This is an optimization exercise on Yosys and OpenROAD, whose aim is small area, a short achievable clock period and few clock cycles per item, not a production implementation.
Function was not checked in any run shown here: the RTL went through the layout flow alone.

==> flow/design.v <==
`default_nettype none
package polar_pkg;
    typedef logic [16*12-1:0] llr_vec_t;
    typedef logic [16-1:0] msg_t;
endpackage
`default_nettype wire
`default_nettype none
module pfx_carry #(parameter int W = 8)
(
    input  wire [W-1:0] x,
    input  wire [W-1:0] y,
    input  wire         cin,
    output logic        cout
);
    always_comb begin
        logic [W-1:0] g;
        logic [W-1:0] p;
        g = x & y;
        p = x | y;
        g[0] = g[0] | (p[0] & cin);
        for (int d = 1; d < W; d = d * 2) begin
            for (int i = W - 1; i >= d; i--) begin
                g[i] = g[i] | (p[i] & g[i-d]);
                p[i] = p[i] & p[i-d];
            end
        end
        cout = g[W-1];
    end
endmodule
module pfx_add #(parameter int W = 8)
(
    input  wire [W-1:0] x,
    input  wire [W-1:0] y,
    input  wire         cin,
    output logic [W-1:0] s
);
    always_comb begin
        logic [W-1:0] g;
        logic [W-1:0] p;
        logic [W-1:0] h;
        g = x & y;
        p = x ^ y;
        h = p;
        g[0] = g[0] | (p[0] & cin);
        for (int d = 1; d < W; d = d * 2) begin
            for (int i = W - 1; i >= d; i--) begin
                g[i] = g[i] | (p[i] & g[i-d]);
                p[i] = p[i] & p[i-d];
            end
        end
        s[0] = h[0] ^ cin;
        for (int i = 1; i < W; i++) begin
            s[i] = h[i] ^ g[i-1];
        end
    end
endmodule
module mag_gt #(parameter int W = 8)
(
    input  wire [W-1:0] a,
    input  wire [W-1:0] b,
    output logic        gt
);
    logic ge_b;      
    pfx_carry #(.W(W)) u_c (.x(b), .y(~a), .cin(1'b1), .cout(ge_b));
    assign gt = ~ge_b;
endmodule
module pe_f #(parameter int W = 12)
(
    input  wire [W:0]   a,
    input  wire [W:0]   b,
    output logic [W:0]  y
);
    logic a_lt;
    mag_gt #(.W(W)) u_gt (.a(b[W-1:0]), .b(a[W-1:0]), .gt(a_lt));
    assign y = {a[W] ^ b[W], a_lt ? a[W-1:0] : b[W-1:0]};
endmodule
module pe_g_pre #(parameter int W = 12, parameter bit FAST = 1)
(
    input  wire [W:0]   a,
    input  wire [W:0]   b,
    output logic [W:0]  sum,
    output logic [W:0]  dif,         
    output logic        b_ge,        
    output logic        eq           
);
    logic [W:0] d1;
    logic [W:0] below;       
    if (FAST) begin : g_fast
        pfx_add #(.W(W+1)) u_s  (.x({1'b0, b[W-1:0]}), .y({1'b0, a[W-1:0]}), .cin(1'b0), .s(sum));
        pfx_add #(.W(W+1)) u_d1 (.x({1'b0, b[W-1:0]}), .y(~{1'b0, a[W-1:0]}), .cin(1'b1), .s(d1));
    end else begin : g_slow
        assign sum = {1'b0, b[W-1:0]} + {1'b0, a[W-1:0]};
        assign d1  = {1'b0, b[W-1:0]} - {1'b0, a[W-1:0]};
    end
    always_comb begin
        below[0] = 1'b0;
        for (int j = 1; j <= W; j++) begin
            below[j] = below[j-1] | d1[j-1];
        end
    end
    assign b_ge = ~d1[W];
    assign dif  = d1 ^ ({(W+1){d1[W]}} & below);
    assign eq   = (a[W-1:0] == b[W-1:0]);
endmodule
module pe_g_sel #(parameter int W = 12)
(
    input  wire         sa,
    input  wire         sb,
    input  wire         nza,
    input  wire         nzb,
    input  wire [W:0]   sum,
    input  wire [W:0]   dif,
    input  wire         b_ge,
    input  wire         eq,
    input  wire         t,
    output logic [W+1:0] y,          
    output logic        nz
);
    logic sa_t;
    logic sub;
    assign sa_t = sa ^ t;
    assign sub  = sa_t ^ sb;
    assign y    = sub ? {(b_ge ? sb : sa_t), dif} : {sb, sum};
    assign nz   = sub ? !eq : (nza | nzb);
endmodule
module leaf_pair #(parameter int W = 14)
(
    input  wire [W:0]   l0,
    input  wire [W:0]   l1,
    input  wire         nz0,
    input  wire         nz1,
    input  wire         fr0,
    input  wire         fr1,
    output logic        u0,
    output logic        u1
);
    logic s0, s1;
    logic gt10, gt01;
    logic sum_neg;
    assign s0 = l0[W];
    assign s1 = l1[W];
    mag_gt #(.W(W)) u_b (.a(l0[W-1:0]), .b(l1[W-1:0]), .gt(gt01));
    assign gt10 = ~gt01 & (l0[W-1:0] != l1[W-1:0]);
    assign sum_neg = gt10 ? s1 : (gt01 ? s0 : (s0 & s1 & nz0));
    assign u0 = !fr0 && nz0 && nz1 && (s0 ^ s1);
    assign u1 = !fr1 && (u0 ? s1 : sum_neg);
endmodule
module mag_cmp #(parameter int W = 8)
(
    input  wire [W-1:0] a,
    input  wire [W-1:0] b,
    output logic        gt,
    output logic        eq
);
    mag_gt #(.W(W)) u_gt (.a(a), .b(b), .gt(gt));
    assign eq = (a == b);
endmodule
module leaf_dec
(
    input  wire  s0,
    input  wire  s1,
    input  wire  nz0,
    input  wire  nz1,
    input  wire  gt01,       
    input  wire  eq01,       
    input  wire  fr0,
    input  wire  fr1,
    output logic u0,
    output logic u1
);
    logic gt10;
    logic sum_neg;
    assign gt10    = ~gt01 & ~eq01;
    assign sum_neg = gt10 ? s1 : (gt01 ? s0 : (s0 & s1 & nz0));
    assign u0 = !fr0 && nz0 && nz1 && (s0 ^ s1);
    assign u1 = !fr1 && (u0 ? s1 : sum_neg);
endmodule
module sc_quarter #(parameter int W = 13)
(
    input  wire [4*(W+1)-1:0] y,
    input  wire [3:0]         nz,
    input  wire [3:0]         fr,
    output logic [3:0]        u,
    output logic [3:0]        ps
);
    logic [W:0]   y0, y1, y2, y3;
    logic [W:0]   l0, l1;
    logic [W:0]   sum0, dif0, sum1, dif1;
    logic         ge0, eq0, ge1, eq1;
    logic [3:0]   mgt, meq;          
    logic [3:0]   v0, v1;
    logic [1:0]   sel;
    assign y0 = y[0*(W+1) +: W+1];
    assign y1 = y[1*(W+1) +: W+1];
    assign y2 = y[2*(W+1) +: W+1];
    assign y3 = y[3*(W+1) +: W+1];
    assign l0 = {y0[W] ^ y2[W], ge0 ? y0[W-1:0] : y2[W-1:0]};
    assign l1 = {y1[W] ^ y3[W], ge1 ? y1[W-1:0] : y3[W-1:0]};
    leaf_pair #(.W(W)) u_la (.l0(l0), .l1(l1), .nz0(nz[0] & nz[2]), .nz1(nz[1] & nz[3]),
                             .fr0(fr[0]), .fr1(fr[1]), .u0(u[0]), .u1(u[1]));
    pe_g_pre #(.W(W)) u_g0 (.a(y0), .b(y2), .sum(sum0), .dif(dif0), .b_ge(ge0), .eq(eq0));
    pe_g_pre #(.W(W)) u_g1 (.a(y1), .b(y3), .sum(sum1), .dif(dif1), .b_ge(ge1), .eq(eq1));
    for (genvar k = 0; k < 4; k++) begin : g_m
        mag_cmp #(.W(W+1)) u_c (.a(k[0] ? dif0 : sum0), .b(k[1] ? dif1 : sum1),
                                .gt(mgt[k]), .eq(meq[k]));
    end
    for (genvar j = 0; j < 4; j++) begin : g_spec
        logic sub0, sub1;
        logic sg0, sg1;
        logic nzc0, nzc1;
        assign sub0 = y0[W] ^ j[0] ^ y2[W];
        assign sub1 = y1[W] ^ j[1] ^ y3[W];
        assign sg0  = sub0 ? (ge0 ? y2[W] : y0[W] ^ j[0]) : y2[W];
        assign sg1  = sub1 ? (ge1 ? y3[W] : y1[W] ^ j[1]) : y3[W];
        assign nzc0 = sub0 ? !eq0 : (nz[0] | nz[2]);
        assign nzc1 = sub1 ? !eq1 : (nz[1] | nz[3]);
        leaf_dec u_lb (.s0(sg0), .s1(sg1), .nz0(nzc0), .nz1(nzc1),
                       .gt01(mgt[{sub1, sub0}]), .eq01(meq[{sub1, sub0}]),
                       .fr0(fr[2]), .fr1(fr[3]), .u0(v0[j]), .u1(v1[j]));
    end
    assign sel  = {u[1], u[0] ^ u[1]};
    assign u[2] = v0[sel];
    assign u[3] = v1[sel];
    assign ps   = {u[3], u[2] ^ u[3], u[1] ^ u[3], u[0] ^ u[1] ^ u[2] ^ u[3]};
endmodule
module half_stage_a #(parameter int W = 13)
(
    input  wire  [8*(W+1)-1:0] x,
    input  wire  [3:0]         fr,
    output logic [3:0]         u,
    output logic [3:0]         ps,
    output logic [4*(W+2)-1:0] z,
    output logic [3:0]         nz
);
    logic [4*(W+1)-1:0] yl;
    logic [3:0]         nzl;
    sc_quarter #(.W(W)) u_ql (.y(yl), .nz(nzl), .fr(fr), .u(u), .ps(ps));
    for (genvar i = 0; i < 4; i++) begin : g_l
        logic [W:0]   a, b;
        logic [W:0]   sum, dif;
        logic         ge, eq, nza, nzb;
        logic [W+1:0] z0, z1;
        logic         nz0, nz1;
        assign a   = x[i*(W+1) +: W+1];
        assign b   = x[(i+4)*(W+1) +: W+1];
        assign nza = |a[W-1:0];
        assign nzb = |b[W-1:0];
        pe_f #(.W(W)) u_f (.a(a), .b(b), .y(yl[i*(W+1) +: W+1]));
        assign nzl[i] = nza & nzb;
        pe_g_pre #(.W(W), .FAST(0)) u_p (.a(a), .b(b), .sum(sum), .dif(dif), .b_ge(ge), .eq(eq));
        pe_g_sel #(.W(W)) u_s0 (.sa(a[W]), .sb(b[W]), .nza(nza), .nzb(nzb),
                                .sum(sum), .dif(dif), .b_ge(ge), .eq(eq),
                                .t(1'b0), .y(z0), .nz(nz0));
        pe_g_sel #(.W(W)) u_s1 (.sa(a[W]), .sb(b[W]), .nza(nza), .nzb(nzb),
                                .sum(sum), .dif(dif), .b_ge(ge), .eq(eq),
                                .t(1'b1), .y(z1), .nz(nz1));
        assign z[i*(W+2) +: W+2] = ps[i] ? z1 : z0;
        assign nz[i]             = ps[i] ? nz1 : nz0;
    end
endmodule
module half_stage_b #(parameter int W = 13)
(
    input  wire  [4*(W+2)-1:0] z,
    input  wire  [3:0]         nz,
    input  wire  [3:0]         fr,
    output logic [3:0]         u,
    output logic [3:0]         ps
);
    sc_quarter #(.W(W+1)) u_qr (.y(z), .nz(nz), .fr(fr), .u(u), .ps(ps));
endmodule
`default_nettype wire
`default_nettype none
module sc_controller
(
    input  wire                   clk,
    input  wire  [192-1:0]   rdata,
    input  wire                   llr_cycle,     
    input  wire  [4:0]            a_k,           
    input  wire                   a_right,       
    output logic                  b_right,       
    output polar_pkg::msg_t       message        
);
    localparam int XW = 14;                      
    logic [16*13-1:0]    ch_sm;                  
    logic [16*13-1:0]    ch_a;
    logic [16*13-1:0]    ch_b;
    logic [8*XW-1:0]     x_a;
    logic [8*XW-1:0]     x_d;
    logic [15:0]         frozen_a;
    logic [7:0]          fr_a;
    logic [3:0]          u_a;
    logic [3:0]          ps_a;
    logic [4*15-1:0]     z_a;
    logic [4*15-1:0]     z_b;
    logic [3:0]          nz_a;
    logic [3:0]          nz_b;
    logic [3:0]          psl_b;
    logic [3:0]          ul_b;
    logic [3:0]          fr_b;
    logic [4:0]          k_b;
    logic [3:0]          u_b;
    logic [3:0]          ps_b;
    logic [7:0]          left;
    logic [7:0]          u_half;
    logic [7:0]          u_lo1;
    logic [7:0]          u_lo2;
    logic [15:0]         u_all;
    localparam logic [63:0] RANK = {
        4'd15, 4'd14, 4'd13, 4'd10, 4'd12, 4'd9, 4'd8, 4'd4,
        4'd11, 4'd7,  4'd6,  4'd3,  4'd5,  4'd2, 4'd1, 4'd0
    };
    for (genvar i = 0; i < 16; i++) begin : g_frz
        assign frozen_a[i] = ({1'b0, RANK[4*i +: 4]} + {1'b0, a_k}) < 6'd16;
    end
    assign fr_a = a_right ? frozen_a[15:8] : frozen_a[7:0];
    for (genvar i = 0; i < 16; i++) begin : g_sm
        logic [11:0] c;
        logic [11:0] below;      
        assign c = rdata[12*i +: 12];
        always_comb begin
            below[0] = 1'b0;
            for (int j = 1; j < 12; j++) begin
                below[j] = below[j-1] | c[j-1];
            end
        end
        assign ch_sm[13*i +: 13] = {c[11], c ^ ({12{c[11]}} & below)};
    end
    for (genvar i = 0; i < 8; i++) begin : g_root
        logic [12:0] fa, fb, fv;
        logic [12:0] ga, gb;
        logic [12:0] sum, dif;
        logic        ge, eq;
        logic [13:0] gv;
        logic        gnz;
        assign fa = ch_sm[13*i +: 13];
        assign fb = ch_sm[13*(i+8) +: 13];
        pe_f #(.W(12)) u_f (.a(fa), .b(fb), .y(fv));
        assign ga = ch_b[13*i +: 13];
        assign gb = ch_b[13*(i+8) +: 13];
        pe_g_pre #(.W(12), .FAST(0)) u_p (.a(ga), .b(gb), .sum(sum), .dif(dif), .b_ge(ge), .eq(eq));
        pe_g_sel #(.W(12)) u_s (.sa(ga[12]), .sb(gb[12]), .nza(|ga[11:0]), .nzb(|gb[11:0]),
                                .sum(sum), .dif(dif), .b_ge(ge), .eq(eq), .t(left[i]),
                                .y(gv), .nz(gnz));
        assign x_d[XW*i +: XW] = llr_cycle ? {fv[12], 1'b0, fv[11:0]} : gv;
    end
    half_stage_a #(.W(13)) u_sa (
        .x    (x_a),
        .fr   (fr_a[3:0]),
        .u    (u_a),
        .ps   (ps_a),
        .z    (z_a),
        .nz   (nz_a)
    );
    half_stage_b #(.W(13)) u_sb (
        .z    (z_b),
        .nz   (nz_b),
        .fr   (fr_b),
        .u    (u_b),
        .ps   (ps_b)
    );
    assign left   = {ps_b, psl_b ^ ps_b};
    assign u_half = {u_b, ul_b};
    always_ff @(posedge clk) begin
        ch_a    <= ch_sm;
        ch_b    <= ch_a;
        x_a     <= x_d;
        z_b     <= z_a;
        nz_b    <= nz_a;
        psl_b   <= ps_a;
        ul_b    <= u_a;
        fr_b    <= fr_a[7:4];
        k_b     <= a_k;
        b_right <= a_right;
        u_lo1   <= u_half;
        u_lo2   <= u_lo1;
    end
    assign u_all = {u_half, u_lo2};
    always_comb begin
        case (k_b)
            5'd0: message = {1'b0, 1'b0, 1'b0, 1'b0, 1'b0, 1'b0, 1'b0, 1'b0, 1'b0, 1'b0, 1'b0, 1'b0, 1'b0, 1'b0, 1'b0, 1'b0};
            5'd1: message = {1'b0, 1'b0, 1'b0, 1'b0, 1'b0, 1'b0, 1'b0, 1'b0, 1'b0, 1'b0, 1'b0, 1'b0, 1'b0, 1'b0, 1'b0, u_all[15]};
            5'd2: message = {1'b0, 1'b0, 1'b0, 1'b0, 1'b0, 1'b0, 1'b0, 1'b0, 1'b0, 1'b0, 1'b0, 1'b0, 1'b0, 1'b0, u_all[15], u_all[14]};
            5'd3: message = {1'b0, 1'b0, 1'b0, 1'b0, 1'b0, 1'b0, 1'b0, 1'b0, 1'b0, 1'b0, 1'b0, 1'b0, 1'b0, u_all[15], u_all[14], u_all[13]};
            5'd4: message = {1'b0, 1'b0, 1'b0, 1'b0, 1'b0, 1'b0, 1'b0, 1'b0, 1'b0, 1'b0, 1'b0, 1'b0, u_all[15], u_all[14], u_all[13], u_all[11]};
            5'd5: message = {1'b0, 1'b0, 1'b0, 1'b0, 1'b0, 1'b0, 1'b0, 1'b0, 1'b0, 1'b0, 1'b0, u_all[15], u_all[14], u_all[13], u_all[11], u_all[7]};
            5'd6: message = {1'b0, 1'b0, 1'b0, 1'b0, 1'b0, 1'b0, 1'b0, 1'b0, 1'b0, 1'b0, u_all[15], u_all[14], u_all[13], u_all[12], u_all[11], u_all[7]};
            5'd7: message = {1'b0, 1'b0, 1'b0, 1'b0, 1'b0, 1'b0, 1'b0, 1'b0, 1'b0, u_all[15], u_all[14], u_all[13], u_all[12], u_all[11], u_all[10], u_all[7]};
            5'd8: message = {1'b0, 1'b0, 1'b0, 1'b0, 1'b0, 1'b0, 1'b0, 1'b0, u_all[15], u_all[14], u_all[13], u_all[12], u_all[11], u_all[10], u_all[9], u_all[7]};
            5'd9: message = {1'b0, 1'b0, 1'b0, 1'b0, 1'b0, 1'b0, 1'b0, u_all[15], u_all[14], u_all[13], u_all[12], u_all[11], u_all[10], u_all[9], u_all[7], u_all[6]};
            5'd10: message = {1'b0, 1'b0, 1'b0, 1'b0, 1'b0, 1'b0, u_all[15], u_all[14], u_all[13], u_all[12], u_all[11], u_all[10], u_all[9], u_all[7], u_all[6], u_all[5]};
            5'd11: message = {1'b0, 1'b0, 1'b0, 1'b0, 1'b0, u_all[15], u_all[14], u_all[13], u_all[12], u_all[11], u_all[10], u_all[9], u_all[7], u_all[6], u_all[5], u_all[3]};
            5'd12: message = {1'b0, 1'b0, 1'b0, 1'b0, u_all[15], u_all[14], u_all[13], u_all[12], u_all[11], u_all[10], u_all[9], u_all[8], u_all[7], u_all[6], u_all[5], u_all[3]};
            5'd13: message = {1'b0, 1'b0, 1'b0, u_all[15], u_all[14], u_all[13], u_all[12], u_all[11], u_all[10], u_all[9], u_all[8], u_all[7], u_all[6], u_all[5], u_all[4], u_all[3]};
            5'd14: message = {1'b0, 1'b0, u_all[15], u_all[14], u_all[13], u_all[12], u_all[11], u_all[10], u_all[9], u_all[8], u_all[7], u_all[6], u_all[5], u_all[4], u_all[3], u_all[2]};
            5'd15: message = {1'b0, u_all[15], u_all[14], u_all[13], u_all[12], u_all[11], u_all[10], u_all[9], u_all[8], u_all[7], u_all[6], u_all[5], u_all[4], u_all[3], u_all[2], u_all[1]};
            5'd16: message = {u_all[15], u_all[14], u_all[13], u_all[12], u_all[11], u_all[10], u_all[9], u_all[8], u_all[7], u_all[6], u_all[5], u_all[4], u_all[3], u_all[2], u_all[1], u_all[0]};
            default: message = '0;
        endcase
    end
endmodule
`default_nettype wire
`default_nettype none
module frame_sequencer
(
    input  wire                  clk,
    input  wire                  rst_n,
    input  wire                  module_en,
    input  wire  [192-1:0]  rdata,
    output logic [11-1:0]  raddr,
    output logic                 llr_cycle,
    output logic [4:0]           a_k,
    output logic                 a_right,
    input  wire                  b_right,
    input  wire  polar_pkg::msg_t message,
    output logic [6-1:0]  waddr,
    output polar_pkg::msg_t      wdata,
    output logic                 wen,
    output logic                 proc_done
);
    typedef enum logic [1:0] {
        IDLE,
        READ_COUNT,
        RUN
    } state_t;
    state_t                 state;
    logic [1:0]             slot;        
    logic [6:0]             frame;
    logic [8:0]             addr;
    logic [8:0]             addr_next;
    logic [1:0]             slot_next;
    logic [6:0]             frame_next;
    logic [7-1:0]  n_q;
    logic [7-1:0]  w_cnt;
    logic [4:0]             k_hdr0, k_hdr1;
    logic [4:0]             k_q0, k_q1;
    logic [4:0]             k_clip;
    logic                   a_odd;
    logic [7:0]             a_pkt;
    logic                   a_valid;
    logic                   a_last;
    logic                   b_valid;
    logic                   b_last;
    assign raddr     = {{(11-9){1'b0}}, addr};
    assign waddr     = w_cnt[6-1:0];
    assign llr_cycle = (state == RUN) && slot[1];
    assign k_clip    = (rdata[10 +: 8] >= 8'(16)) ? 5'd16 : rdata[10 +: 5];
    assign a_odd   = ~slot[0];
    assign a_right = (slot == 2'd1) || (slot == 2'd2);
    assign a_pkt   = (slot == 2'd3) ? {frame, 1'b0} : ({frame, 1'b0} - 8'd2 + {7'd0, a_odd});
    assign a_valid = (state == RUN) && ((slot == 2'd3) || (frame != '0)) && (a_pkt < {1'b0, n_q});
    assign a_last  = (a_pkt == {1'b0, n_q} - 8'd1);
    assign a_k     = a_odd ? k_q1 : k_q0;
    assign slot_next  = slot + 2'd1;
    assign frame_next = (slot == 2'd3) ? frame + 7'd1 : frame;
    always_comb begin
        case (slot_next)
            2'd0:    addr_next = {frame_next, 2'd1};
            2'd1:    addr_next = {frame_next, 2'd3};
            2'd2:    addr_next = {frame_next, 2'd2};
            default: addr_next = {frame_next, 2'd0} + 9'd4;
        endcase
    end
    always_ff @(posedge clk or negedge rst_n) begin
        if (!rst_n) begin
            state     <= IDLE;
            slot      <= '0;
            frame     <= '0;
            addr      <= '0;
            n_q       <= '0;
            w_cnt     <= '0;
            b_valid   <= 1'b0;
            b_last    <= 1'b0;
            wen       <= 1'b0;
            proc_done <= 1'b0;
        end else begin
            b_valid   <= a_valid && a_right;
            b_last    <= a_last;
            wen       <= 1'b0;
            proc_done <= 1'b0;
            if (wen) begin
                w_cnt <= w_cnt + 1'b1;
            end
            case (state)
                IDLE: begin
                    if (module_en) begin
                        state <= READ_COUNT;
                        w_cnt <= '0;
                    end
                end
                READ_COUNT: begin
                    n_q <= rdata[7-1:0];
                    if (rdata[7-1:0] == '0) begin
                        state     <= IDLE;
                        proc_done <= 1'b1;
                    end else begin
                        state <= RUN;
                        slot  <= 2'd0;
                        frame <= '0;
                        addr  <= 9'd1;
                    end
                end
                RUN: begin
                    slot  <= slot_next;
                    frame <= frame_next;
                    addr  <= addr_next;
                    if (b_valid) begin
                        wen <= 1'b1;
                        if (b_last) begin
                            state     <= IDLE;
                            addr      <= '0;
                            proc_done <= 1'b1;
                        end
                    end
                end
                default: state <= IDLE;
            endcase
        end
    end
    always_ff @(posedge clk) begin
        if (state == RUN) begin
            case (slot)
                2'd0:    k_hdr0 <= k_clip;
                2'd1:    k_hdr1 <= k_clip;
                2'd2:    k_q0   <= k_hdr0;
                default: k_q1   <= k_hdr1;
            endcase
        end
        wdata <= message;
    end
endmodule
`default_nettype wire
`default_nettype none
module polar_decoder
(
    input  wire                  clk,
    input  wire                  rst_n,
    input  wire                  module_en,
    input  wire  [192-1:0]  rdata,
    output logic [11-1:0]  raddr,
    output logic [6-1:0]  waddr,
    output logic [16-1:0]  wdata,
    output logic                 wen,
    output logic                 proc_done
);
    polar_pkg::msg_t  message;
    logic [4:0]       a_k;
    logic             llr_cycle;
    logic             a_right;
    logic             b_right;
    frame_sequencer u_seq (
        .clk       (clk),
        .rst_n     (rst_n),
        .module_en (module_en),
        .rdata     (rdata),
        .raddr     (raddr),
        .llr_cycle (llr_cycle),
        .a_k       (a_k),
        .a_right   (a_right),
        .b_right   (b_right),
        .message   (message),
        .waddr     (waddr),
        .wdata     (wdata),
        .wen       (wen),
        .proc_done (proc_done)
    );
    sc_controller u_ctrl (
        .clk       (clk),
        .rdata     (rdata),
        .llr_cycle (llr_cycle),
        .a_k       (a_k),
        .a_right   (a_right),
        .b_right   (b_right),
        .message   (message)
    );
endmodule
`default_nettype wire
==> flow/run.sh <==
#!/bin/bash
# synth_recipe.tcl (not shown) runs the flow's synth.tcl, then flattens the netlist and writes it again
# the make line also repeats each setting of config.mk as NAME=value (left out here)
make -C /OpenROAD-flow-scripts/flow DESIGN_CONFIG=/design/flow/config.mk WORK_HOME=/design/flow/orfs CLKGATE_MAP_FILE= SYNTH_SCRIPT=/design/flow/synth_recipe.tcl finish
==> flow/config.mk <==
export PLATFORM = sky130hd
export DESIGN_NAME = polar_decoder
export DESIGN_NICKNAME = polar_decoder
export VERILOG_FILES = /design/flow/design.v
export SDC_FILE = /design/flow/constraint.sdc
export NUM_CORES = 4
export LEC_CHECK = 0
export ABC_AREA = 1
export CAP_MARGIN = 20
export CORE_MARGIN = 2
export CORE_UTILIZATION = 55
export PLACE_DENSITY = 0.75
export SETUP_SLACK_MARGIN = 4.0
export SLEW_MARGIN = 20
export TNS_END_PERCENT = 100
==> flow/constraint.sdc <==
create_clock -name core_clock -period 10.0 [get_ports {clk}]
set_input_delay 2.0000 -clock core_clock [delete_from_list [all_inputs] [get_ports {clk}]]
set_output_delay 2.0000 -clock core_clock [all_outputs]
set_load 0.01 [all_outputs]
==> results of run 1 <==
==> cell type report <==
| type | instances | area [µm²] | area share |
|---|---|---|---|
| multi-input cells | 5652 | 40700 | 0.579 |
| flip-flops and latches | 697 | 14600 | 0.207 |
| clock buffers | 97 | 2110 | 0.0301 |
| repair inverters | 18 | 164 | 0.00233 |
| well taps | 1368 | 1710 | 0.0244 |
| inverters | 1383 | 5340 | 0.0760 |
| clock inverters | 39 | 455 | 0.00648 |
| repair buffers | 536 | 5230 | 0.0745 |
==> flip-flops by register name, summed over array words and instances, names as in the netlist, 4 cells and up <==
| signal | count |
|---|---|
| u_ctrl.ch_a | 208 |
| u_ctrl.ch_b | 208 |
| u_ctrl.fr_b | 4 |
| u_ctrl.k_b | 5 |
| u_ctrl.nz_b | 4 |
| u_ctrl.psl_b | 4 |
| u_ctrl.u_lo1 | 8 |
| u_ctrl.u_lo2 | 8 |
| u_ctrl.x_a | 112 |
| u_ctrl.z_b | 60 |
| u_seq.addr | 9 |
| u_seq.frame | 7 |
| u_seq.k_hdr0 | 5 |
| u_seq.k_hdr1 | 5 |
| u_seq.k_q0 | 5 |
| u_seq.k_q1 | 5 |
| u_seq.n_q | 7 |
| u_seq.w_cnt | 6 |
| u_seq.wdata | 16 |
==> worst max-delay path, delay by kind of cell (launching register included) <==
family	cells	cell delay (ps)
fa+ha+maj	2	560
xor+xnor	3	640
compound gates	17	2690
mux	1	210
flops	1	340
simple gates	5	1060
buf+inv	9	1120
==> logic make-up (layout without fill, tap and decap cells) <==
kind of cell               Yosys count  after routing  synth area share
buffers and inverters             1557           2073             0.106
muxes                                5              5          0.000891
DFF                                697            697             0.255
AOI/OAI and AO/OA                 1552           1552             0.159
xor gates and xnor gates           658            658             0.103
adders and majority gates          789            789             0.180
and+or+nand+nor                   2616           2646             0.195
other                                1              2         0.0000668
==> placed cells by master, fill, tap and decap left out, types with 37 or more instances in the layout <==
cell	n
nor2_1	616
nor4_1	45
xor2_1	430
dfxtp_2	59
dfxtp_1	540
ha_2	37
inv_1	1285
xnor2_1	184
ha_1	682
clkbuf_16	80
o21bai_1	139
nand2_1	1173
nand2_8	42
clkdlybuf4s50_1	226
a21oi_2	46
buf_6	49
dfxtp_4	41
a21oi_1	402
dfrtp_1	37
nand2_2	152
o31ai_1	47
o22ai_1	45
ha_4	39
nand3_2	96
nand3_1	180
buf_4	221
nand2_4	60
nand4_1	73
inv_2	66
o21ai_2	70
nor3_1	84
o21ai_0	472
o21ai_1	76
o211ai_1	66
==> per-stage QoR <==
| stage | hold slack [ps] | std cells |
|---|---|---|
| floorplan | 310 | 7876 |
| global placement | 310 | 9313 |
| detailed placement | 312 | 9313 |
| CTS | 324 | 9720 |
| global route | 320 | 9790 |
| finish | 316 | 9790 |
==> layer usage <==
metal	vias to the layer above	wire length [µm]	part of all wire	track usage
li1	26300	-	-	-
met1	25000	72300	0.42	0.398
met2	1924	80000	0.47	0.528
met3	420	12400	0.072	0.0485
met4	2	7010	0.041	0.118
met5	-	11	0.000064	0
==> what timing repair did <==
item,in CTS,in global routing
cloned,47,7
hold buffers,0,0
resized for setup,953,370
setup buffers,224,63
setup endpoints to repair,187,187
pin swaps,262,228
==> path summary, 6_finish.rpt <==
path	from	depth (start not counted)	slack, ps	end
worst max-delay path	u_ctrl.z_b[17]$_DFF_P_	37	3180	u_ctrl.x_a[26]$_SDFF_PP0_
worst min-delay path	u_ctrl.ch_a[115]$_DFF_P_	0	320	u_ctrl.ch_b[115]$_DFF_P_
worst max register to register	u_ctrl.z_b[17]$_DFF_P_	37	3180	u_ctrl.x_a[26]$_SDFF_PP0_
worst min register to register	u_ctrl.ch_a[115]$_DFF_P_	0	320	u_ctrl.ch_b[115]$_DFF_P_
max in group asynchronous	rst_n	1	8020	u_seq.slot[0]$_DFFE_PN0P_
min in group asynchronous	rst_n	1	1450	u_seq.w_cnt[5]$_DFF_PN0_
==> run notes, run 1 <==
Avg Vias per Cell=5.48; Slew @ Worst Pin=1350 ps; HP Class=flop to flop; Final min period=6820 ps; TritonRoute pass-1 iters=9; pre-CTS worst setup slack=1590 ps; final hold violation count=0; Synth async-reset ratio=0.0531; Starting Density=0.553; Post-synth EDFFs=20; fmax=0.147 GHz; final setup margin=3180 ps; initial drt markers=4614; crit-path max FO=6; Final Net Count=9347; Post-DP HPWL=125000 µm; RSZ-0062 raised after global routing=yes; Die Span Y=324 µm; share of post-route cells with drive strength above 1=0.170; Avg Cell Area, Syn=7.13 µm²; startpoint class of the critical path=flop; setup TNS=0 ps; Global Route Usage Sum=0.311; WP data arrival=7280 ps; prevailing post-synth register cell=dfxtp_1; outcome=timing/DRC/antenna clean; core area=102000 µm²; relative slew slack=0.0959; initial antenna violation count=5; synth cell count leaders=1364 x inv_1, 1364 x nand2_1, 758 x ha_1; PortBufs=227; Total Wirelength=172000 µm; crit share post-route=0.682; Mapped Cells=7875; kind of end point of the critical path=flop; max incr delay on CP=560 ps; WS Path Type=flop to flop; Clock Sink Count=697; drc violations=0; ANT nets after route=0; Ys Warns=12; Final Cell Area=70300 µm²; largest net degree at the start of global routing=71; H-Tree Depth=3; total gr overflow=0; DIE AREA=105000 µm²; Post-Syn Area=56200 µm²; Synth cell types=75; cts bufs inserted=75; CTS clk-pin slew, worst paths=70 ps; final setup fails=0; Max Slew Vio Count=0; Seq/Total Area, Yosys=0.255; Worst Skew=42.4 ps; top post-synthesis cells by area=dfxtp_1 23%, ha_1 17%, inv_1 9.1%, nand2_1 9.1%, xor2_1 7.3%; dominant cell type by area after synthesis=dfxtp_1; Yosys top cell area share=0.228; DR vias=53700; worst path required time=10460 ps; clk root buf=clkbuf_16; number of global-route vias before repair=50800; Syn-to-layout area delta=25.1%; Max Root-Sink Buffers=3; Area after DPL=60000 µm²; Antenna Cells=0; critical path's slowest cell=or4_4; Worst-Skew Late Latency=670 ps; placer congestion estimate=0.981; flops & latches, synth=697; CTS tree=built; max cap viols=0; first-pass GRT wire length=262000 µm; IO Pins=230; Rows=117; post-DR wirelength/cell=17.5 µm; Final Util=0.692; Die X=324 µm; FILL cells=8145
==> run 2: changes to the inputs <==
--- a/flow/design.v
+++ b/flow/design.v
@@ -123,28 +123,6 @@
     assign y    = sub ? {(b_ge ? sb : sa_t), dif} : {sb, sum};
     assign nz   = sub ? !eq : (nza | nzb);
 endmodule
-module leaf_pair #(parameter int W = 14)
-(
-    input  wire [W:0]   l0,
-    input  wire [W:0]   l1,
-    input  wire         nz0,
-    input  wire         nz1,
-    input  wire         fr0,
-    input  wire         fr1,
-    output logic        u0,
-    output logic        u1
-);
-    logic s0, s1;
-    logic gt10, gt01;
-    logic sum_neg;
-    assign s0 = l0[W];
-    assign s1 = l1[W];
-    mag_gt #(.W(W)) u_b (.a(l0[W-1:0]), .b(l1[W-1:0]), .gt(gt01));
-    assign gt10 = ~gt01 & (l0[W-1:0] != l1[W-1:0]);
-    assign sum_neg = gt10 ? s1 : (gt01 ? s0 : (s0 & s1 & nz0));
-    assign u0 = !fr0 && nz0 && nz1 && (s0 ^ s1);
-    assign u1 = !fr1 && (u0 ? s1 : sum_neg);
-endmodule
 module mag_cmp #(parameter int W = 8)
 (
     input  wire [W-1:0] a,
@@ -184,22 +162,28 @@
     output logic [3:0]        ps
 );
     logic [W:0]   y0, y1, y2, y3;
-    logic [W:0]   l0, l1;
     logic [W:0]   sum0, dif0, sum1, dif1;
     logic         ge0, eq0, ge1, eq1;
+    logic [3:0]   xgt, xeq;          
     logic [3:0]   mgt, meq;          
     logic [3:0]   v0, v1;
     logic [1:0]   sel;
+    logic [1:0]   ka;
     assign y0 = y[0*(W+1) +: W+1];
     assign y1 = y[1*(W+1) +: W+1];
     assign y2 = y[2*(W+1) +: W+1];
     assign y3 = y[3*(W+1) +: W+1];
-    assign l0 = {y0[W] ^ y2[W], ge0 ? y0[W-1:0] : y2[W-1:0]};
-    assign l1 = {y1[W] ^ y3[W], ge1 ? y1[W-1:0] : y3[W-1:0]};
-    leaf_pair #(.W(W)) u_la (.l0(l0), .l1(l1), .nz0(nz[0] & nz[2]), .nz1(nz[1] & nz[3]),
-                             .fr0(fr[0]), .fr1(fr[1]), .u0(u[0]), .u1(u[1]));
     pe_g_pre #(.W(W)) u_g0 (.a(y0), .b(y2), .sum(sum0), .dif(dif0), .b_ge(ge0), .eq(eq0));
     pe_g_pre #(.W(W)) u_g1 (.a(y1), .b(y3), .sum(sum1), .dif(dif1), .b_ge(ge1), .eq(eq1));
+    for (genvar k = 0; k < 4; k++) begin : g_x
+        mag_cmp #(.W(W)) u_c (.a(k[0] ? y2[W-1:0] : y0[W-1:0]), .b(k[1] ? y3[W-1:0] : y1[W-1:0]),
+                              .gt(xgt[k]), .eq(xeq[k]));
+    end
+    assign ka = {~ge1, ~ge0};
+    leaf_dec u_la (.s0(y0[W] ^ y2[W]), .s1(y1[W] ^ y3[W]),
+                   .nz0(nz[0] & nz[2]), .nz1(nz[1] & nz[3]),
+                   .gt01(xgt[ka]), .eq01(xeq[ka]),
+                   .fr0(fr[0]), .fr1(fr[1]), .u0(u[0]), .u1(u[1]));
     for (genvar k = 0; k < 4; k++) begin : g_m
         mag_cmp #(.W(W+1)) u_c (.a(k[0] ? dif0 : sum0), .b(k[1] ? dif1 : sum1),
                                 .gt(mgt[k]), .eq(meq[k]));
==> run notes, run 2 <==
H-Tree Depth=3 (unchanged); worst path required time=10570 ps (+110 ps); outcome=timing/DRC/antenna clean; Max Slew Vio Count=0 (unchanged); core area=105000 µm² (+3.8%); placed cells=9491 (+1.9%); relative slew slack=0.118 (+0.0225); number of global-route vias before repair=52600 (+3.5%); WS Path Type=flop to flop; most frequent cell after synthesis=inv_1; IO Pins=230 (unchanged); Synth async-reset ratio=0.0531 (unchanged); initial antenna violation count=3 (-2); WP data arrival=7570 ps (+290 ps); Clock Sink Count=697 (unchanged); Worst Skew=29.6 ps (-12.8 ps); Post-DP HPWL=134000 µm (+7.4%); Area after DPL=62100 µm² (+3.5%); TritonRoute pass-1 iters=24 (+15); crit-path max FO=13 (+7); final setup fails=0 (unchanged); Total Wirelength=179000 µm (+4.5%); clk root buf=clkbuf_16; PortBufs=227 (unchanged); Seq/Total Area, Yosys=0.245 (-0.0102); Post-Syn Area=58500 µm² (+4.2%); RSZ-0062 raised after global routing=yes; first-pass GRT wire length=274000 µm (+4.6%); HP Class=flop to flop; share of post-route cells with drive strength above 1=0.144 (-0.0263); max cap viols=0 (unchanged); Syn-to-layout area delta=21.7%; placer congestion estimate=1.00 (+2.3%); Top cell by count, worst path=nand2_1; Final min period=7000 ps (+181 ps); DR vias=54800 (+2.1%); total gr overflow=0 (unchanged); Worst-Skew Late Latency=680 ps (about the same); commonest non-fill, non-tap cell in the layout=inv_1; Yosys top cell area share=0.219 (-0.00909); setup TNS=0 ps (unchanged); cts bufs inserted=76 (+1.3%); largest net degree at the start of global routing=57 (-20%); prevailing post-synth register cell=dfxtp_1; flops & latches, synth=697 (unchanged); initial drt markers=4275 (-7.3%); Synth cell types=78 (+4.0%); Starting Density=0.555 (+0.00207); DIE AREA=109000 µm² (+4.1%); Die X=330 µm (+2.0%); Post-synth EDFFs=20 (unchanged); Largest regs=u_ctrl.ch_a: 208 flops, u_ctrl.ch_b: 208 flops, u_ctrl.x_a: 112 flops; Mapped Cells=8024 (+1.9%); Slew @ Worst Pin=1310 ps (-43.0 ps); CTS tree=built; drc violations=0 (unchanged); fmax=0.143 GHz (-2.6%); Final Net Count=9578 (+2.5%); final hold violation count=0 (unchanged); Non-Filler Instances=9896 (+1.1%); ANT nets after route=0 (unchanged); Avg Cell Area, Syn=7.29 µm² (+2.2%); critical path's slowest cell=o21ai_0; Avg Vias per Cell=5.53 (+0.98%); max incr delay on CP=1070 ps (+510 ps); most frequent cells in the layout=1299 x inv_1, 1109 x nand2_1, 864 x ha_1; top post-synthesis cells by area=dfxtp_1 22%, ha_1 19%, inv_1 8.6%, nand2_1 8.1%, xor2_1 7.1%; Die Span Y=330 µm (+2.0%); dominant cell type by area after synthesis=dfxtp_1; Global Route Usage Sum=0.312 (+0.000744); Max Root-Sink Buffers=3 (unchanged); CTS clk-pin slew, worst paths=70 ps (about the same); kind of end point of the critical path=flop; reg2reg setup slack=3000 ps (-180 ps); startpoint class of the critical path=flop; synth cell count leaders=1337 x inv_1, 1267 x nand2_1, 911 x ha_1; Rows=119 (+1.7%); crit share post-route=0.700 (+0.0181); post-DR wirelength/cell=18.1 µm (+3.4%); Ys Warns=12 (unchanged); Final Cell Area=71200 µm² (+1.3%)
[run 2: changes by cell type in the layout (fill, tap and decap cells not counted), sizes merged, moves of 13 or more]
cell,delta
ha,+153
nor4,+13
nand4,+14
nand3b,+28
nand2,-94
inv,-14
a21oi,+67
o21ai,-39
buf,-59
xor2,+14
[run 2: per-layer routing]
layer / GRT usage / up-vias / wire length [µm]
li1: - / 26800 / -
met1: 0.401 / 25500 / 76200
met2: 0.520 / 1947 / 82800
met3: 0.0418 / 471 / 11800
met4: 0.142 / 2 / 8700
met5: 0 / - / 11
[run 2: path summary, 6_finish.rpt]
| kind | depth (start not counted) | endpoint | startpoint |
|---|---|---|---|
| hold / removal | 0 | u_ctrl.ch_b[92]$_DFF_P_ | u_ctrl.ch_a[92]$_DFF_P_ |
| setup reg to reg | 29 | u_ctrl.z_b[14]$_DFF_P_ | u_ctrl.x_a[78]$_DFF_P_ |
| min in group asynchronous | 1 | u_seq.addr[8]$_DFFE_PN0P_ | rst_n |
| max in group asynchronous | 1 | u_seq.n_q[0]$_DFFE_PN0P_ | rst_n |
| hold reg to reg | 0 | u_ctrl.ch_b[92]$_DFF_P_ | u_ctrl.ch_a[92]$_DFF_P_ |
| setup / recovery | 29 | u_ctrl.z_b[14]$_DFF_P_ | u_ctrl.x_a[78]$_DFF_P_ |
[run 2: metrics by stage]
step           hold WS, ps  utilization  setup WS (ps)
2_1_floorplan          310            -           3860
3_3_place_gp           310        0.589           1330
3_5_place_dp           312        0.589           1260
4_1_cts                316        0.654           3370
5_1_grt                322        0.675           2800
6_report               315        0.675           3000
[run 2: worst max-delay path, delay by kind of cell, from the launching register on]
family,cells,cell delay [ps]
flops,1,400
simple gates,14,2570
fa+ha+maj,2,590
compound gates,7,2110
buf+inv,6,1170
[run 2: final cells by class]
class / count / area [µm²]
Antenna cell: 1 / 2.50
Clock buffer: 90 / 2120
Clock inverter: 51 / 622
Fill cell: 8534 / 34200
Inverter: 1364 / 5250
Multi-Input combinational cell: 5818 / 42200
Sequential cell: 697 / 14500
Tap cell: 1391 / 1740
Timing Repair Buffer: 476 / 4700
Timing Repair inverter: 8 / 73.8
[run 2: what timing repair did]
item                       4_1_cts  5_1_grt
setup endpoints to repair      187      186
pin swaps                      186      227
hold buffers                     0        0
gates resized for setup        658      402
gates cloned                    41        6
buffers inserted               157       59
[run 2: cells by family (layout without fill, tap and decap cells)]
family,after synthesis,count (layout),share of synthesized area
adder cells (fa/ha/maj),943,943,0.206
flip-flops,697,697,0.245
other,1,3,0.0000641
AND/OR/NAND/NOR,2587,2620,0.191
XOR/XNOR,669,671,0.101
multiplexers,6,6,0.00103
buffers and inverters,1545,1989,0.102
AO/OA/AOI/OAI,1576,1576,0.154
==> run 3: changes to the inputs <==
--- a/flow/config.mk
+++ b/flow/config.mk
@@ -10,6 +10,6 @@
 export CORE_MARGIN = 2
 export CORE_UTILIZATION = 55
 export PLACE_DENSITY = 0.75
-export SETUP_SLACK_MARGIN = 4.0
+export SETUP_SLACK_MARGIN = 4.5
 export SLEW_MARGIN = 20
 export TNS_END_PERCENT = 100
==> run notes, run 3 <==
first-pass GRT wire length=274000 µm (-0.11%); fmax=0.145 GHz (+1.9%); most frequent cells in the layout=1292 x inv_1, 1091 x nand2_1, 853 x ha_1; IO Pins=230 (unchanged); Starting Density=0.555 (unchanged); Top cell by count, worst path=nand2_2; initial drt markers=4365 (+2.1%); Worst Skew=29.9 ps (+0.265 ps); Avg Cell Area, Syn=7.29 µm² (unchanged); relative slew slack=0.204 (+0.0853); cts bufs inserted=76 (unchanged); number of global-route vias before repair=52900 (+0.58%); Final Net Count=9590 (+0.13%); Final min period=6870 ps (-127 ps); Die Span Y=330 µm (unchanged); FILL cells=8521 (-0.15%); DIE AREA=109000 µm² (unchanged); H-Tree Depth=3 (unchanged); placer congestion estimate=1.00 (-0.29%); CP bufs+invs=13 (+7); multi-input logic area=42800 µm² (+1.4%); Avg Vias per Cell=5.53 (-0.11%); crit-path leading delay family=simple AND/OR/NAND/NOR gates; Rows=119 (unchanged); Max Root-Sink Buffers=3 (unchanged); dominant cell type by area after synthesis=dfxtp_1; PortBufs=227 (unchanged); top post-synthesis cells by area=dfxtp_1 22%, ha_1 19%, inv_1 8.6%, nand2_1 8.1%, xor2_1 7.1%; WHS=319 ps (+3.52 ps); Max Slew Vio Count=0 (unchanged); share of post-route cells with drive strength above 1=0.153 (+0.00893); Crit path depth=53 (+83%); initial antenna violation count=4 (+1); crit share post-route=0.687 (-0.0127); Worst-Skew Late Latency=670 ps (about the same); Hold Crit Start=u_ctrl.ch_a[93]$_DFF_P_; max cap viols=0 (unchanged); setup TNS=0 ps (unchanged); core area=105000 µm² (unchanged); Syn-to-layout area delta=22.7%; reg2reg setup slack=3130 ps (+130 ps); Yosys top cell area share=0.219 (unchanged); most frequent cell after synthesis=inv_1; CTS tree=built; worst path required time=10550 ps (-20 ps); RR Endpoint=u_ctrl.nz_b[0]$_DFF_P_; Non-Filler Instances=9902 (+0.061%); Seq/Total Area, Yosys=0.245 (unchanged); RSZ-0062 raised after global routing=yes; Ys Warns=12 (unchanged); register area=14500 µm² (+0.19%); total gr overflow=0 (unchanged); Area after DPL=62100 µm² (about the same); Hold Crit Depth=0 (unchanged); Synth async-reset ratio=0.0531 (unchanged); max incr delay on CP=400 ps (-670 ps); synth cell count leaders=1337 x inv_1, 1267 x nand2_1, 911 x ha_1; Die X=330 µm (unchanged); outcome=timing/DRC/antenna clean; prevailing post-synth register cell=dfxtp_1; Final Cell Area=71700 µm² (+0.79%); kind of end point of the critical path=flop; drc violations=0 (unchanged); Mapped Cells=8024 (unchanged); crit-path max FO=8 (-5); ANT nets after route=0 (unchanged); Post-DP HPWL=133000 µm (-0.82%); pre-CTS worst setup slack=1540 ps (+279 ps); startpoint class of the critical path=flop; Global Route Usage Sum=0.312 (+0.000360); critical path's slowest cell=dfxtp_4; Clock Sink Count=697 (unchanged); DR vias=54700 (-0.047%); placed cells=9492 (+0.011%); WP data arrival=7420 ps (-150 ps); Synth cell types=78 (unchanged); Post-Syn Area=58500 µm² (unchanged); post-DR wirelength/cell=18.0 µm (-0.94%); WS Path Type=flop to flop; Min-Delay Endpoint=u_ctrl.ch_b[93]$_DFF_P_; final setup margin=3130 ps (+127 ps); Total Wirelength=178000 µm (-0.88%); largest net degree at the start of global routing=70 (+23%); CTS clk-pin slew, worst paths=70 ps (about the same); Slew @ Worst Pin=1180 ps (-125 ps); Post-synth EDFFs=20 (unchanged); Antenna Cells=0 (-1); final setup fails=0 (unchanged); R2R depth=53 (+83%); clk root buf=clkbuf_16; Reg2Reg Launch Point=u_ctrl.x_a[71]$_DFF_P_; flops & latches, synth=697 (unchanged); HP Class=flop to flop; TritonRoute pass-1 iters=24 (unchanged); Largest regs=u_ctrl.ch_a: 208 flops, u_ctrl.ch_b: 208 flops, u_ctrl.x_a: 112 flops; final hold violation count=0 (unchanged); commonest non-fill, non-tap cell in the layout=inv_1
==> run 3: layout make-up <==
class	count	area share
Sequential cell	697	0.202
Timing Repair Buffer	494	0.0668
Inverter	1364	0.0734
Clock inverter	35	0.00558
Timing Repair inverter	5	0.000715
Clock buffer	101	0.0302
Multi-Input combinational cell	5815	0.597
Tap cell	1391	0.0243
==> run 3: per-layer routing <==
layer / vias to the layer above / wire, µm / global-route usage / part of all wire
met5: - / 30 / 0 / 0.00017
met4: 4 / 8430 / 0.143 / 0.047
met3: 484 / 11300 / 0.0406 / 0.064
met2: 1909 / 81700 / 0.520 / 0.46
met1: 25500 / 76400 / 0.402 / 0.43
li1: 26900 / - / - / -
==> run 3: kinds of logic after synthesis <==
group / count (synthesis) / share of synthesized area
adders and majority gates: 943 / 0.206
AOI/OAI and AO/OA: 1576 / 0.154
buffers and inverters: 1545 / 0.102
and+or+nand+nor: 2587 / 0.191
other: 1 / 0.0000641
muxes: 6 / 0.00103
DFF: 697 / 0.245
xor gates and xnor gates: 669 / 0.101
==> run 3: timing repair <==
item,in CTS,in global routing
pin swaps,222,185
setup buffers,186,47
resized for setup,857,341
cloned,40,1
endpoints found under the setup margin,187,193
hold buffers,0,0
==> run 3: how the worst max path moves through the flow <==
stage | start | endpoint | slack [ps]
floorplan | u_ctrl.x_a[99]$_DFF_P_ | u_ctrl.z_b[34]$_DFF_P_ | 3860
global placement | u_ctrl.x_a[46]$_DFF_P_ | u_ctrl.z_b[44]$_DFF_P_ | 1640
detailed placement | u_ctrl.x_a[71]$_DFF_P_ | u_ctrl.nz_b[2]$_DFF_P_ | 1540
CTS | u_ctrl.x_a[15]$_DFF_P_ | u_ctrl.nz_b[0]$_DFF_P_ | 3350
global route | u_ctrl.x_a[71]$_DFF_P_ | u_ctrl.nz_b[0]$_DFF_P_ | 2770
finish | u_ctrl.x_a[71]$_DFF_P_ | u_ctrl.nz_b[0]$_DFF_P_ | 3130
==> run 3: through the flow <==
stage / util
floorplan: -
global placement: 0.589
detailed placement: 0.589
CTS: 0.662
global route: 0.681
finish: 0.681

## re-timing with driven ports
The flow's constraints put no driver on any port. The routed layouts listed below were extracted and timed again, unchanged, in two steps.
Step 1: set_driving_cell puts a clkbuf_16 on clk and a buf_2 on each other input, an assumption about the parent block.
Step 2 moves the port delays by t, midway between the first and last clock arrival at a register: inputs arrive t later, outputs are due t later. That takes back most of the time a late clock gives input paths.
Slacks: ideal ports / drivers / drivers and shift; pairs: ideal ports / drivers.
run	t, ns	slack for setup (ns)	worst register clock-pin slew, ns
run 1	0.723	3.180 / 3.180 / 3.180	0.08 / 0.08
run 2	0.736	2.999 / 2.999 / 2.999	0.07 / 0.07
run 3	0.730	3.126 / 3.126 / 3.126	0.07 / 0.07
After both steps every run listed still meets setup and hold.
